Source: an optimization exercise on an open RTL-to-GDS flow (aim: small area, a short achievable clock period and few clock cycles per item). Production flows keep margins and buffers that such runs may drop.
Where RTL was checked, it was by simulation tests only, not by an equivalence proof against the original.
No activity file was given, so power comes from the tool's default toggle rates.

// greedy_word_wrap_stream
module greedy_word_wrap_stream #(
  parameter int DEPTH = 61,
  parameter int QD    = 3
) (
  input  logic       clk,
  input  logic       rst,
  input  logic       cfg_write,
  input  logic [5:0] cfg_data,
  input  logic       push,
  output logic       full,
  input  logic [7:0] byte_value,
  input  logic       end_of_text,
  output logic       empty,
  input  logic       pop,
  output logic [7:0] out_byte,
  output logic       last_of_run,
  output logic       text_done,
  output logic       overlong_flag
);
  localparam int AW = $clog2(DEPTH);
  localparam int QW = $clog2(QD + 1);
  logic [5:0] wreg;
  logic [5:0] cfg_w;
  assign cfg_w = (cfg_data == 6'd63) ? 6'd62 : cfg_data;
  always_ff @(posedge clk) begin
    if (rst) begin
      wreg <= 6'd62;
    end else if (cfg_write) begin
      wreg <= cfg_w;
    end
  end
  logic       v0, v1;
  logic [7:0] b0, b1;
  logic       e0, e1;
  logic       k0, k1;    
  logic       n0, n1;    
  logic       proc;
  logic       accept;
  logic       free0;
  logic       in_blank, in_nl;
  assign full     = v1;
  assign accept   = push && !v1;
  assign free0    = !v0 || proc;
  assign in_blank = (byte_value == 8'd32) || ((byte_value >= 8'd9) && (byte_value <= 8'd13));
  ...
Size in the first run: roughly 1700 cells after synthesis, roughly 680 flip-flops, about 33 I/O pins.
export LEC_CHECK = 0
export CAP_MARGIN = 20
export CORE_MARGIN = 2
export CORE_UTILIZATION = 40
export SETUP_SLACK_MARGIN = 3.5
export SLEW_MARGIN = 20
create_clock -name core_clock -period 6.0 [get_ports {clk}]
run.sh (not shown) runs the stock make flow with config.mk's settings and CLKGATE_MAP_FILE= SYNTH_SCRIPT=/design/flow/synth_recipe.tcl, a recipe that flattens the netlist after the stock synthesis.
The first run ran to the end with no violations.
Testbench counts at the start, summed over its fixed seeds: cycles 25,878, items 23,625.
Next try:
SETUP_SLACK_MARGIN = 4.5   (was 3.5)
The changed run went through all stages and came out clean.
Fmax rose by 4.7%.
Critical path depth fell by 5.
Global-route usage rose by 1.8 points.
Wire length rose by about 11%.
Setup slack improves by 0.13 ns.
First-iteration DRC count rose by 4.3%.
Clock power fell by 7.5%.
Die area does not change.
Final area rose by about 9%.
Sequential share of layout area fell by 4.7 points.

* * *

greedy_word_wrap_stream, a different RTL version from the one above (not shown whole).
Size in the first run: ~33 I/O pins, ~0.030 sq mm of cells after synthesis.
Design greedy_word_wrap_stream, start of the top module:
module greedy_word_wrap_stream #(
  parameter int DEPTH = 61,
  parameter int QD    = 4
) (
  input  logic       clk,
  input  logic       rst,
  input  logic       cfg_write,
  input  logic [5:0] cfg_data,
  input  logic       push,
  output logic       full,
  input  logic [7:0] byte_value,
  input  logic       end_of_text,
  output logic       empty,
  input  logic       pop,
  output logic [7:0] out_byte,
  output logic       last_of_run,
  output logic       text_done,
  output logic       overlong_flag
);
  localparam int AW = $clog2(DEPTH);
  logic [5:0] wreg;
  logic       cfg_d;
  logic [5:0] cfg_w;
  assign cfg_w = (cfg_data == 6'd63) ? 6'd62 : cfg_data;
  always_ff @(posedge clk) begin
    if (rst) begin
      wreg  <= 6'd62;
      cfg_d <= 1'b0;
    end else begin
      cfg_d <= cfg_write;
      if (cfg_write) wreg <= cfg_w;
    end
  end
  logic       v0, v1;
  logic [7:0] b0, b1;
  logic       e0, e1;
  logic       k0, k1;    
  logic       n0, n1;    
  logic       proc;
  logic       accept;
  logic       free0;
  logic       in_blank, in_nl;
  assign full     = v1;
  assign accept   = push && !v1;
  assign free0    = !v0 || proc;
  assign in_blank = (byte_value == 8'd32) || ((byte_value >= 8'd9) && (byte_value <= 8'd13));
  assign in_nl    = (byte_value == 8'd10);
  always_ff @(posedge clk) begin
    if (rst) begin
      v0 <= 1'b0;
      v1 <= 1'b0;
    end else begin
      if (free0) v0 <= v1 || accept;
      v1 <= (v1 || accept) && !free0;
    end
  end
  always_ff @(posedge clk) begin
    if (free0) begin
      b0 <= v1 ? b1 : byte_value;
      e0 <= v1 ? e1 : end_of_text;
  ...
Settings: LEC_CHECK=0, CAP_MARGIN=20, CORE_MARGIN=2, CORE_UTILIZATION=40, CTS_BUF_LIST=sky130_fd_sc_hd__clkbuf_16, CTS_CLUSTER_DIAMETER=100, CTS_CLUSTER_SIZE=20, SETUP_SLACK_MARGIN=3.5, SLEW_MARGIN=20; clock period 6.0 ns.
Then changed:
Settings changed: SETUP_SLACK_MARGIN 3.5 to 3.0.
Area after synthesis stays the same.
Hold slack is worse by 0.0038 ns.
Clock-buffer cell count came out lower by 1.
Worst setup slack is worse by 0.35 ns.
Routed wire length came out lower by 6.3%.
Register-to-register slack is worse by 0.35 ns.
Sequential cell count is unchanged.
Cell area came out lower by 4.3%.
Global-route usage came out lower by 1.2 points.
Non-clock buffer count came out lower by 68.
Via count came out lower by 3.1%.
No run of this note included a check of the RTL's function; only the layout flow was run.

* * *

Another version of the RTL of greedy_word_wrap_stream (not shown whole).
For scale: roughly 1800 cells after synthesis, roughly 700 flip-flops, ~33 I/O pins, about 29000 sq um of cells after synthesis.
make LEC_CHECK=0 CAP_MARGIN=20 CORE_MARGIN=2 CORE_UTILIZATION=40 CTS_BUF_LIST=sky130_fd_sc_hd__clkbuf_16 CTS_CLUSTER_DIAMETER=100 CTS_CLUSTER_SIZE=25 SETUP_SLACK_MARGIN=3.4 SLEW_MARGIN=20 finish   # period 6.0 ns
Testbench counts at the start, summed over its fixed seeds: cycles 25,442, items 23,625.
==> next run, changes <==
SETUP_SLACK_MARGIN = 3.55   (was 3.4)
Outcome: The new run went through all stages and came out clean; cell area climbs by 1.2%; count of clock-buffer cells in the layout drops by 1; setup slack gets better by 0.20 ns; total power drops by 1.0%; register-to-register slack gets better by 0.20 ns; routed wire length drops by 0.55%; maximum frequency climbs by 8.3%; synthesized cell count stays the same; clock skew drops by 0.0051 ns; via count drops by 0.34%; clock power drops by about 5%.

* * *

== cedar ==
greedy_word_wrap_stream again, from the RTL that the note above started with.
export LEC_CHECK = 0
export CAP_MARGIN = 20
export CORE_MARGIN = 2
export CORE_UTILIZATION = 40
export CTS_BUF_LIST = sky130_fd_sc_hd__clkbuf_16
export CTS_CLUSTER_DIAMETER = 100
export CTS_CLUSTER_SIZE = 25
export SETUP_SLACK_MARGIN = 3.6
export SLEW_MARGIN = 20
create_clock -name core_clock -period 6.0 [get_ports {clk}]
Testbench counts of cedar, summed over its fixed seeds: cycles 25,442, items 23,625.
#### Input delta (harbor over cedar)
- swapping 3.6 for 3.5 in SETUP_SLACK_MARGIN
==> comparison <==
harbor finished every step from synthesis to the final layout, and the layout passed the timing, design-rule and antenna checks. Any difference in routed wire length between harbor and cedar is small enough to ignore. Going from cedar to harbor, the time the final worst path needs with I/O delays and setup was found to have gone up by 0.091 ns. Flip-flop and latch count after synthesis: cedar vs harbor, no meaningful difference. Standby leakage power delta (cedar -> harbor): insignificant. Looking at power per cell area, harbor sits above cedar. The total power in harbor was higher than what cedar gave. Compared with cedar, harbor shows met3 global-route usage lower by 0.51 points.
Input changes introduced in juniper (baseline for comparison: harbor):
- SETUP_SLACK_MARGIN now 3.7, was 3.5
## What came out
- juniper did not stop at any stage, and its layout met the timing, design-rule and antenna checks.
- juniper — met1 routed wirelength after detailed routing 0.72% lower, harbor as reference
- On total stage count of the critical path, the higher figure sits with juniper, not harbor.
- juniper vs harbor, setup slack went up by 0.054 ns.
- Higher area taken by multi-input logic gates goes to juniper over harbor.
- The run showing the greater setup slack at placement is juniper.
What nickel does differently from juniper at the input level:
- a change of SETUP_SLACK_MARGIN from 3.7 to 3.9
Results
Relative to juniper, the met1 track demand over resource of nickel is higher by 0.95 points. As far as sequential power is concerned, nickel and juniper perform about the same. Summary of the comparison: total area of multi-input combinational cells is higher in nickel, relative to juniper. As far as worst-case register-to-register setup slack is concerned, juniper and nickel perform about the same. nickel vs. juniper: combinational cell fraction of total power went up by 3.8 points. Power ends up lower on juniper. Growth of design area from synthesis to finish came out higher on nickel than on juniper. Compared nickel against juniper; minimum setup slack in the final design within noise. From juniper to nickel the numbers moved as follows: core utilization now larger; post-synthesis register bit count comparable; placed instance count comparable.

* * *

build 32:
Another version of the RTL of greedy_word_wrap_stream (not shown whole).
For scale: ~1800 cells after synthesis, ~710 flip-flops, roughly 33 I/O pins, ~29000 µm² of cells after synthesis.
==> flow/config.mk <==
export PLATFORM = sky130hd
export DESIGN_NAME = greedy_word_wrap_stream
export DESIGN_NICKNAME = greedy_word_wrap_stream
export VERILOG_FILES = /design/flow/design.v
export SDC_FILE = /design/flow/constraint.sdc
export NUM_CORES = 4
export LEC_CHECK = 0
export CAP_MARGIN = 20
export CORE_MARGIN = 2
export CORE_UTILIZATION = 40
export CTS_BUF_LIST = sky130_fd_sc_hd__clkbuf_16
export CTS_CLUSTER_DIAMETER = 100
export CTS_CLUSTER_SIZE = 20
export SETUP_SLACK_MARGIN = 4.0
export SLEW_MARGIN = 20
==> flow/constraint.sdc <==
create_clock -name core_clock -period 6.0 [get_ports {clk}]
set_input_delay 1.2000 -clock core_clock [delete_from_list [all_inputs] [get_ports {clk}]]
set_output_delay 1.2000 -clock core_clock [all_outputs]
set_load 0.01 [all_outputs]
> inputs changed (build 32 -> build 82)
diff --git a/flow/config.mk b/flow/config.mk
--- a/flow/config.mk
+++ b/flow/config.mk
@@ -9,7 +9,4 @@
 export CORE_MARGIN = 2
 export CORE_UTILIZATION = 40
-export CTS_BUF_LIST = sky130_fd_sc_hd__clkbuf_16
-export CTS_CLUSTER_DIAMETER = 100
-export CTS_CLUSTER_SIZE = 20
-export SETUP_SLACK_MARGIN = 4.0
+export SETUP_SLACK_MARGIN = 3.5
 export SLEW_MARGIN = 20
## What came out
Re number of post-CTS setup repair buffers: build 32 was higher than build 82. Taking build 32 as the reference, in build 82 total congestion overflow after global routing comparable, core utilization dropped 3.2 points, design area moved down. Taking build 32 as the reference, in build 82 fraction of power consumed by combinational cells shows a reduction of 7.3 points; switching power total has increased. | final routed wire length divided by cell count | build 32 vs build 82 | ≈ equal |. Going from build 32 to build 82, register-to-register slack grows by 40 ps. Build 82 ends up with a logic depth of the worst register-to-register path that is 1 lower than in build 32. Between build 82 and build 32, the power of the sequential group does not differ in any meaningful way.
Inputs modified between build 82 and build 57:
diff --git a/flow/config.mk b/flow/config.mk
--- a/flow/config.mk
+++ b/flow/config.mk
@@ -9,4 +9,7 @@
 export CORE_MARGIN = 2
 export CORE_UTILIZATION = 40
+export CTS_BUF_LIST = sky130_fd_sc_hd__clkbuf_16
+export CTS_CLUSTER_DIAMETER = 100
+export CTS_CLUSTER_SIZE = 20
 export SETUP_SLACK_MARGIN = 3.5
 export SLEW_MARGIN = 20
[summary]
Build 82 → build 57: worst hold slack did not really move, power moved down, largest fanout of any net on the critical path down 1. Per the comparison of build 57 with build 82, setup slack of the critical path after layout dropped 61 ps, multi-input combinational cell count barely changed. Build 57 ended up with a lower portion of total power attributed to the clock network than build 82 did. Signed area change from the synthesized netlist to the final layout: higher on build 82.
Function was not checked in any run of this note: the RTL went through the layout flow alone.

[separate check: timing with driven ports]
In the flow no input, the clock included, has a driving cell. The finished layouts below were timed again as built, in two steps.
Step 1, drivers: a clkbuf_16 drives clk and a buf_2 each remaining input, both assumed.
Step 2 times the ports against the registers' clock, not the clock port: input delays grow and output delays shrink by t, the midpoint of the rising clock arrivals with the driver on.
Slacks: ideal ports / drivers / drivers and shift; pairs: ideal ports / drivers.
| run | shift t [ns] | setup WS [ns] | worst setup path at the end | latest minus earliest clock arrival (ns) | cell pins on the clock port's net |
|---|---|---|---|---|---|
| the first run of note 1 | 0.671 | 3.176 / 3.176 / 2.969 | input to register | 0.030 / 0.030 | 1 |
| the second run of note 1 | 0.668 | 3.303 / 3.303 / 3.273 | input to register | 0.018 / 0.018 | 1 |
| the first run of note 2 | 0.651 | 3.477 / 3.477 / 3.185 | input to register | 0.036 / 0.037 | 1 |
| the second run of note 2 | 0.665 | 3.126 / 3.080 / 2.998 | input to register | 0.030 / 0.030 | 1 |
| the first run of note 3 | 0.643 | 3.402 / 3.402 / 2.893 | input to register | 0.026 / 0.027 | 1 |
| the second run of note 3 | 0.638 | 3.601 / 3.541 / 3.176 | input to register | 0.026 / 0.026 | 1 |
| cedar | 0.637 | 3.659 / 3.595 / 3.167 | input to register | 0.028 / 0.028 | 1 |
| harbor | 0.635 | 3.568 / 3.505 / 3.189 | input to register | 0.037 / 0.037 | 1 |
| juniper | 0.639 | 3.622 / 3.588 / 3.231 | input to register | 0.021 / 0.021 | 1 |
| nickel | 0.658 | 3.622 / 3.605 / 3.227 | input to register | 0.038 / 0.038 | 1 |
| build 32 | 0.645 | 3.425 / 3.425 / 3.300 | input to register | 0.024 / 0.024 | 1 |
| build 82 | 0.669 | 3.467 / 3.467 / 2.983 | input to register | 0.038 / 0.038 | 1 |
| build 57 | 0.663 | 3.407 / 3.407 / 2.984 | input to register | 0.041 / 0.041 | 1 |
After both steps setup and hold are still met in every run listed. For the first run of note 3, which loses most, drivers alone change the setup slack by 0.000 ns; drivers and shift together by -0.509 ns.
